From an optimization exercise on the open Yosys and OpenROAD flow, aimed at small area and a short achievable clock period; shortcuts taken in it are not production practice.
The RTL was checked by simulation tests, not by an equivalence proof against the original design.
Power and IR drop assume default switching activity.

==> flow/design.v <==
module tlb_mp #(
  parameter int ENTRIES = 16,
  parameter int NPORTS  = 2,
  parameter int IDX_W   = $clog2(ENTRIES)
) (
  input  logic                  clk,
  input  logic                  rst,
  input  logic [7:0]            asid,
  input  logic [NPORTS-1:0]     lk_req,
  input  logic [NPORTS*32-1:0]  lk_vaddr,
  output logic [NPORTS-1:0]     lk_ack,
  output logic [NPORTS*32-1:0]  lk_paddr,
  output logic [NPORTS-1:0]     lk_miss,
  output logic [NPORTS-1:0]     lk_valid,
  output logic [NPORTS-1:0]     lk_dirty,
  output logic [NPORTS-1:0]     lk_uncached,
  input  logic                  tlb_we,
  input  logic                  tlb_wr_random,
  input  logic [IDX_W-1:0]      tlb_config_index,
  input  logic [85:0]           tlb_config,
  input  logic                  wired_we,
  input  logic [IDX_W-1:0]      wired_i,
  output logic [IDX_W-1:0]      random_o,
  input  logic                  tlb_p,
  output logic                  tlb_p_done,
  output logic [31:0]           tlb_p_res_o,
  input  logic [IDX_W-1:0]      tlb_read_index,
  output logic [85:0]           tlb_read_config_o
);
  localparam logic [IDX_W-1:0] LAST_IDX = IDX_W'(ENTRIES - 1);
  logic [85:0]        tlb [ENTRIES];
  logic [IDX_W-1:0]   random_q;
  logic [IDX_W-1:0]   wired_q;
  logic [IDX_W-1:0]   wr_idx;
  logic [85:0]        wdata;
  logic [ENTRIES-1:0] wen;
  assign random_o = random_q;
  assign wr_idx   = tlb_wr_random ? random_q : tlb_config_index;
  assign wdata    = tlb_config & {86{~rst}};
  genvar ge;
  for (ge = 0; ge < ENTRIES; ge++) begin : g_ent
    assign wen[ge] = rst | (tlb_we & (wr_idx == IDX_W'(ge)));
    always_ff @(posedge clk) begin
      if (wen[ge]) tlb[ge] <= wdata;
    end
  end
  always_ff @(posedge clk) begin
    if (rst) begin
      wired_q  <= '0;
      random_q <= LAST_IDX;
    end else if (wired_we) begin
      wired_q  <= wired_i;
      random_q <= LAST_IDX;
    end else if (random_q == wired_q) begin
      random_q <= LAST_IDX;
    end else begin
      random_q <= random_q - IDX_W'(1);
    end
  end
  always_comb begin
    tlb_read_config_o = '0;
    for (int i = 0; i < ENTRIES; i++)
      tlb_read_config_o |= tlb[i] & {86{tlb_read_index == IDX_W'(i)}};
  end
  logic [ENTRIES-1:0] asid_ok;
  always_comb
    for (int i = 0; i < ENTRIES; i++)
      asid_ok[i] = tlb[i][51] | (tlb[i][85:78] == asid);
  logic [ENTRIES-1:0] unc0, unc1;
  always_comb
    for (int i = 0; i < ENTRIES; i++) begin
      unc0[i] = (tlb[i][30:28] == 3'd2);
      unc1[i] = (tlb[i][5:3] == 3'd2);
    end
  genvar gp;
  for (gp = 0; gp < NPORTS; gp++) begin : g_port
    logic [31:0]        va;
    logic [ENTRIES-1:0] m, oh, below;
    logic               hit;
    logic [22:0]        sel;    
    logic               ack_q, miss_q, valid_q, dirty_q, unc_q;
    logic [31:0]        paddr_q;
    assign va = lk_vaddr[32*gp +: 32];
    always_comb begin
      for (int i = 0; i < ENTRIES; i++)
        m[i] = (tlb[i][70:52] == va[31:13]) & asid_ok[i];
      below[0] = 1'b0;
      for (int i = 1; i < ENTRIES; i++)
        below[i] = below[i-1] | m[i-1];
      oh  = m & ~below;
      hit = |m;
      sel = '0;
      for (int i = 0; i < ENTRIES; i++) begin
        sel |= {tlb[i][50:31], unc0[i], tlb[i][27], tlb[i][26]} & {23{oh[i] & ~va[12]}};
        sel |= {tlb[i][25:6],  unc1[i], tlb[i][2],  tlb[i][1]}  & {23{oh[i] &  va[12]}};
      end
    end
    always_ff @(posedge clk) begin
      if (rst) begin
        ack_q   <= 1'b0;
        paddr_q <= '0;
        miss_q  <= 1'b0;
        valid_q <= 1'b0;
        dirty_q <= 1'b0;
        unc_q   <= 1'b0;
      end else begin
        ack_q <= lk_req[gp];
        if (lk_req[gp]) begin
          paddr_q <= {sel[22:3], va[11:0] & {12{hit}}};
          miss_q  <= ~hit;
          valid_q <= sel[0];
          dirty_q <= sel[1];
          unc_q   <= sel[2];
        end
      end
    end
    assign lk_ack[gp]             = ack_q;
    assign lk_paddr[32*gp +: 32]  = paddr_q;
    assign lk_miss[gp]            = miss_q;
    assign lk_valid[gp]           = valid_q;
    assign lk_dirty[gp]           = dirty_q;
    assign lk_uncached[gp]        = unc_q;
  end
  logic [ENTRIES-1:0] pm;
  logic               p_hit;
  logic [IDX_W-1:0]   p_idx;
  always_comb begin
    for (int i = 0; i < ENTRIES; i++)
      pm[i] = (tlb[i][70:52] == tlb_config[70:52]) & asid_ok[i];
    p_hit = |pm;
    p_idx = '0;
    for (int i = ENTRIES - 1; i >= 0; i--)
      if (pm[i]) p_idx = IDX_W'(i);
  end
  always_ff @(posedge clk) begin
    if (rst) begin
      tlb_p_done <= 1'b0;
      tlb_p_res_o <= '0;
    end else begin
      tlb_p_done <= tlb_p;
      if (tlb_p) begin
        tlb_p_res_o <= p_hit ? {{(32-IDX_W){1'b0}}, p_idx} : 32'h8000_0000;
      end
    end
  end
endmodule
export LEC_CHECK = 0
export CAP_MARGIN = 20
export CORE_MARGIN = 2
export CORE_UTILIZATION = 45
export SETUP_SLACK_MARGIN = 1.8
export SLEW_MARGIN = 20
create_clock -name core_clock -period 6.0 [get_ports {clk}]
run.sh (not shown) runs the stock make flow with config.mk's settings and CLKGATE_MAP_FILE= SYNTH_SCRIPT=/design/flow/synth_recipe.tcl, a recipe that flattens the netlist after the stock synthesis.
Change:
==> flow/flow/run.sh (new file) <==
#!/bin/bash
# Own layout flow: the standard flow (standard synthesis unchanged), with two
# differences in how the layout is made:
#  - sizing may swap cells across footprints (MATCH_CELL_FOOTPRINT=0), so the
#    port buffers can be resized like any other buffer;
#  - ports are buffered with plain buf_2 cells instead of delay buffers.
# The make/tool output goes to standard_flow.log; each ORFS step keeps its own
# log under orfs/logs/.
set -uo pipefail
bash standard.sh MATCH_CELL_FOOTPRINT=0 \
  "BUFFER_PORTS_ARGS=-buffer_cell sky130_fd_sc_hd__buf_2" \
  finish > standard_flow.log 2>&1
==> flow/standard.sh (new file) <==
#!/bin/bash
# synth_recipe.tcl (not shown) runs the flow's synth.tcl, then flattens the netlist and writes it again
# the make line also repeats each setting of config.mk as NAME=value (left out here)
make -C /OpenROAD-flow-scripts/flow DESIGN_CONFIG=/design/flow/config.mk WORK_HOME=/design/flow/orfs CLKGATE_MAP_FILE= SYNTH_SCRIPT=/design/flow/synth_recipe.tcl "${@:-finish}"
- SETUP_SLACK_MARGIN: 1.8 -> 2.0
removed: flow/run.sh
Global-route usage drops by 1.3 points.
First-iteration DRC count rises by about 9%.
Final area went down by 1.5%.
Worst hold slack is about the same.
Synthesized cell count does not change.
Non-clock buffer count goes down by 123.
Power fell by 3.5%.
Area after synthesis is unchanged.
Critical path depth rises by 3.

-- port drivers added, routing unchanged --
The results above use ideal ports. As a check the final layouts listed here were re-extracted and re-timed, cells and wires unchanged. Step 1 assumes that a clkbuf_16 drives the clock port and a buf_2 every other input. Step 2, shift: input delay + t, output delay - t, t = (earliest + latest rising clock arrival at the registers) / 2. This alone moves slack from input paths to output paths. Three values: ideal, step 1, step 2; two values: the first two.
run	t, ns	setup slack, ns	worst setup path after step 2	worst slew at a driven data input, ns
the first run	0.944	1.636 / 1.571 / 0.826	input to register	0.09
the second run	0.945	1.586 / 1.498 / 0.911	input to register	0.23
After both steps every run listed still meets setup and hold. For the first run, which loses most, drivers alone change the setup slack by -0.065 ns; drivers and shift together by -0.810 ns.
